Source: an optimization exercise on an open RTL-to-GDS flow (aim: small area, a short achievable clock period and few clock cycles per item). Production flows keep margins and buffers that such runs may drop. No activity file was given, so power comes from the tool's default toggle rates.

==> fjord: inputs <==
Design gcode_block_parser_top, start of the top module:
module gcode_block_parser_top #(
	parameter int AXIS_WORD_CHARS = 15,
	parameter int INT_WORD_DIGITS = 4
) (
	input  logic        clk,
	input  logic        arst_n,
	input  logic        cfg_we,
	input  logic [7:0]  cfg_wdata,
	input  logic        char_valid,
	input  logic [7:0]  char_in,
	output logic        char_ready,
	output logic        block_valid,
	input  logic        block_ready,
	output logic [13:0] block_number,
	output logic [1:0]  code_letter,
	output logic [6:0]  code_number,
	output logic [13:0] feed_value,
	output logic [13:0] repeat_count,
	output logic [31:0] x_milli,
	output logic [31:0] y_milli,
	output logic [31:0] z_milli,
	output logic [31:0] a_milli
);
export LEC_CHECK = 0
export ABC_AREA = 1
export CAP_MARGIN = 20
export CORE_MARGIN = 2
export CORE_UTILIZATION = 40
export CTS_BUF_LIST = sky130_fd_sc_hd__clkbuf_16
export CTS_CLUSTER_DIAMETER = 120
export CTS_CLUSTER_SIZE = 20
export SETUP_SLACK_MARGIN = 4.7
export SLEW_MARGIN = 20
create_clock -name core_clock -period 8.0 [get_ports {clk}]
standard.sh (not shown) runs the stock make flow with config.mk's settings and CLKGATE_MAP_FILE= SYNTH_SCRIPT=/design/flow/synth_recipe.tcl, a recipe that flattens the netlist after the stock synthesis.
==> flow/flow/run.sh <==
#!/bin/bash
set -euo pipefail
bash standard.sh "BUFFER_PORTS_ARGS=-buffer_cell sky130_fd_sc_hd__buf_1" finish > flow_make.log 2>&1
==> sierra: changes against fjord <==
--- a/flow/design.v
+++ b/flow/design.v
@@ -93,19 +93,16 @@
 	logic [14:0]      wt_q;       
 	logic             bv_q;       
 	logic             first_q;    
 	logic             cr_q;       
 	logic             tk_q;       
 	gbp_pkg::kind_t            kind_q;
 	logic             pw_q;       
-	logic             wo_q;       
-	logic             ax_q, nl_q, gm_q, fk_q, lk_q;   
 	logic [CNT_W-1:0] cnt_q;
 	logic             neg_q, pt_q, st_q, en_q, ovf_q;
-	logic [1:0]       fd_q;
 	logic             mul10_q;    
 	logic             frac_q;     
 	logic             mul10b_q;   
 	logic             fracb_q;
 	logic [1:0]       wsel_q;     
 	logic [AW-1:0]    acc_q;
 	logic [13:0]      f_n, f_feed, f_rep;
@@ -156,36 +153,49 @@
 	assign digit    = (cls_q == gbp_pkg::C_DIGIT);
 	assign is_sp    = (cls_q == gbp_pkg::C_SPACE);
 	assign is_minus = (cls_q == gbp_pkg::C_MINUS);
 	assign is_point = (cls_q == gbp_pkg::C_POINT);
 	assign is_n     = (cls_q == gbp_pkg::K_N);
 	assign is_l     = (cls_q == gbp_pkg::K_L);
 	assign is_f     = (cls_q == gbp_pkg::K_F);
-	assign k_nl     = nl_q;
-	assign k_fl     = fk_q || lk_q;
+	assign k_nl     = (kind_q == gbp_pkg::K_N) || (kind_q == gbp_pkg::K_G) || (kind_q == gbp_pkg::K_M);
+	assign k_fl     = (kind_q == gbp_pkg::K_F) || (kind_q == gbp_pkg::K_L);
 	assign k_int    = k_nl || k_fl;
-	assign k_axis   = ax_q;
+	assign k_axis   = (kind_q == gbp_pkg::K_W) || (kind_q == gbp_pkg::K_U) || (kind_q == gbp_pkg::K_V) || (kind_q == gbp_pkg::K_A);
 	assign cnt_inc  = cnt_q + CNT_W'(1);
-	assign early = ((ax_q || fk_q || lk_q) && (is_sp || is_n)) || (fk_q && is_l) || (lk_q && is_f);
-	assign limit = gm_q ? LIM_CODE : (ax_q ? LIM_AXIS : LIM_INT);
+	always_comb begin
+		case (kind_q)
+			gbp_pkg::K_F: early = is_sp || is_n || is_l;
+			gbp_pkg::K_L: early = is_sp || is_n || is_f;
+			gbp_pkg::K_W, gbp_pkg::K_U, gbp_pkg::K_V, gbp_pkg::K_A: early = is_sp || is_n;
+			default: early = 1'b0;
+		endcase
+	end
+	always_comb begin
+		case (kind_q)
+			gbp_pkg::K_G, gbp_pkg::K_M: limit = LIM_CODE;
+			gbp_pkg::K_W, gbp_pkg::K_U, gbp_pkg::K_V, gbp_pkg::K_A: limit = LIM_AXIS;
+			default: limit = LIM_INT;
+		endcase
+	end
 	logic word_open, absorb, open_new, wr;
-	assign word_open = wo_q;
+	assign word_open = (kind_q != gbp_pkg::K_NONE) && !pw_q;
 	assign absorb    = proc && !ct_q && word_open && !early;
 	assign open_new  = proc && !ct_q && !(word_open && !early);
-	assign wr        = pw_q || (proc && wo_q && (ct_q || early));
+	assign wr        = pw_q || (proc && (kind_q != gbp_pkg::K_NONE) && (ct_q || early));
 	logic add;
 	logic n_neg, n_pt, n_st, n_en;
-	logic [1:0] n_fd;
+	logic [1:0] n_ws;     
 	always_comb begin
 		add = 1'b0;
 		n_neg = neg_q;
 		n_pt = pt_q;
 		n_st = st_q;
 		n_en = en_q;
-		n_fd = fd_q;
+		n_ws = wsel_q;
 		if (k_nl) begin
 			if (!en_q && !(is_sp && !st_q)) begin
 				if (digit) begin
 					n_st = 1'b1;
 					add = 1'b1;
 				end else begin
 					n_en = 1'b1;
@@ -202,46 +212,41 @@
 						n_neg = 1'b1;
 					end
 				end else if (is_point) begin
 					if (pt_q) n_en = 1'b1;
 					else begin
 						n_pt = 1'b1;
 						n_st = 1'b1;
+						n_ws = 2'd1;
 					end
 				end else if (digit) begin
 					n_st = 1'b1;
 					if (!pt_q) add = 1'b1;
-					else if (fd_q != 2'd3) begin
+					else if (wsel_q != 2'd0) begin
 						add = 1'b1;
-						n_fd = fd_q + 2'd1;
+						n_ws = wsel_q + 2'd1;
 					end
 				end
 			end
 		end
 	end
 	logic       mul10;
 	logic       o_axis;
 	logic [1:0] n_wsel, wsel_d;
 	logic       neg_d;
 	assign mul10 = mul10_q;
 	assign o_axis = (kc == gbp_pkg::K_W) || (kc == gbp_pkg::K_U) || (kc == gbp_pkg::K_V)
 		|| (kc == gbp_pkg::K_A);
-	assign n_wsel = !k_axis ? 2'd3 : (!n_pt ? 2'd0 : n_fd + 2'd1);
+	assign n_wsel = n_ws;
 	assign wsel_d = absorb ? n_wsel : (open_new ? (o_axis ? 2'd0 : 2'd3) : wsel_q);
 	assign neg_d  = absorb ? n_neg : (open_new ? 1'b0 : neg_q);
-	logic       take_c;
-	logic [1:0] wsel_p;
-	logic       neg_p;
-	assign take_c = word_open && !early;
-	assign wsel_p = (cv_q && !ct_q) ? (take_c ? n_wsel : (o_axis ? 2'd0 : 2'd3)) : wsel_q;
-	assign neg_p  = (cv_q && !ct_q) ? (take_c && n_neg) : neg_q;
 	logic [13:0] bw;
 	always_comb begin
 		bw = 14'd0;
-		case ({wsel_p, char_in[3:0]})
+		case ({wsel_d, char_in[3:0]})
 			{2'd0, 4'd1}: bw = 14'd1000;
 			{2'd0, 4'd2}: bw = 14'd2000;
 			{2'd0, 4'd3}: bw = 14'd3000;
 			{2'd0, 4'd4}: bw = 14'd4000;
 			{2'd0, 4'd5}: bw = 14'd5000;
 			{2'd0, 4'd6}: bw = 14'd6000;
 			{2'd0, 4'd7}: bw = 14'd7000;
@@ -307,71 +312,58 @@
 			term_q <= gbp_pkg::TERM_RESET;
 			cv_q <= 1'b0;
 			bv_q <= 1'b0;
 			cr_q <= 1'b1;
 			tk_q <= 1'b1;
 			kind_q <= gbp_pkg::K_NONE;
 			pw_q <= 1'b0;
-			wo_q <= 1'b0;
 		end else begin
 			if (cfg_we) term_q <= cfg_wdata;
 			cv_q <= cv_d;
 			bv_q <= bv_d;
 			cr_q <= !(bv_d && (!first_d || (cv_d && ct_d)));
 			tk_q <= bv_q && block_ready;
 			if (absorb) begin
 				pw_q <= (cnt_inc >= limit);
-				wo_q <= !(cnt_inc >= limit);
 			end else if (open_new) begin
 				kind_q <= kc;
 				pw_q <= 1'b0;
-				wo_q <= (kc != gbp_pkg::K_NONE);
 			end else if (emit || pw_q) begin
 				kind_q <= gbp_pkg::K_NONE;
 				pw_q <= 1'b0;
-				wo_q <= 1'b0;
 			end
 		end
 	end
 	always_ff @(posedge clk) begin
-		if (open_new) begin
-			ax_q <= o_axis;
-			nl_q <= (kc == gbp_pkg::K_N) || (kc == gbp_pkg::K_G) || (kc == gbp_pkg::K_M);
-			gm_q <= (kc == gbp_pkg::K_G) || (kc == gbp_pkg::K_M);
-			fk_q <= (kc == gbp_pkg::K_F);
-			lk_q <= (kc == gbp_pkg::K_L);
-		end
 		if (!stall) begin
 			cls_q <= gbp_pkg::cls_of(char_in);
-			wt_q <= {neg_p, bw ^ {14{neg_p}}};
+			wt_q <= {neg_d, bw ^ {14{neg_d}}};
 		end
 		ct_q <= ct_d;
 		first_q <= first_d;
 		if (absorb) begin
 			cnt_q <= cnt_inc;
 			neg_q <= n_neg;
 			pt_q <= n_pt;
 			st_q <= n_st;
 			en_q <= n_en;
-			fd_q <= n_fd;
 			mul10_q <= !(k_axis && n_pt);
 			frac_q <= k_axis && n_pt;
 			mul10b_q <= !n_pt;
 			fracb_q <= n_pt && !k_int;
 			wsel_q <= wsel_d;
 			if (add) begin
 				ovf_q <= ovf_q || acc_oor || acc_big;
 			end
 		end else if (open_new) begin
 			cnt_q <= '0;
 			neg_q <= 1'b0;
 			pt_q <= 1'b0;
 			st_q <= 1'b0;
 			en_q <= 1'b0;
-			fd_q <= 2'd0;
 			mul10_q <= 1'b1;
 			frac_q <= 1'b0;
 			mul10b_q <= 1'b1;
 			fracb_q <= 1'b0;
 			wsel_q <= wsel_d;
 			ovf_q <= 1'b0;
 		end
==> notes <==
- Of fjord and sierra, sierra has the higher cell area (gap 0.35%, measured against sierra).
- Of fjord and sierra, fjord has the higher sequential power (gap about 13%, measured against sierra).
- In sierra the maximum frequency is larger than in fjord, by 2.0%.
- Between sierra and fjord, the lower worst setup slack is in fjord (gap 0.062 ns).
- Against fjord, the clock power of sierra is lower by about 0.8%.
- In critical path depth, fjord and sierra do not differ.
- Against fjord, the core utilization of sierra is lower by 1.2 points.
- sierra ran to the end with no violations. fjord finished clean.
- Worst hold slack: fjord is higher than sierra (0.011 ns).
- In fjord the area after synthesis is smaller than in sierra, by about 3.2%.
No functional check of the RTL was part of any run of this note.

## separate check: timing with driven ports
Ports are ideal in the flow. The routed layouts listed here were re-timed in OpenROAD.
Step 1 assumes that a clkbuf_16 drives the clock port and a buf_2 every other input.
Step 2 times the ports against the registers' clock, not the clock port: input delays grow and output delays shrink by t, the midpoint of the rising clock arrivals with the driver on.
Three values: ideal ports, drivers, drivers and shift; two values: the first two.
run	t (ns)	setup WS [ns]	hold slack, ns	worst slew at a driven data input, ns
fjord	0.559	4.794 / 4.794 / 4.352	0.484 / 0.484 / 0.484	0.03
sierra	0.548	4.856 / 4.856 / 4.442	0.473 / 0.473 / 0.473	0.03
After both steps setup and hold are still met in every run listed. For fjord, which loses most, drivers alone change the setup slack by 0.000 ns; drivers and shift together by -0.442 ns.
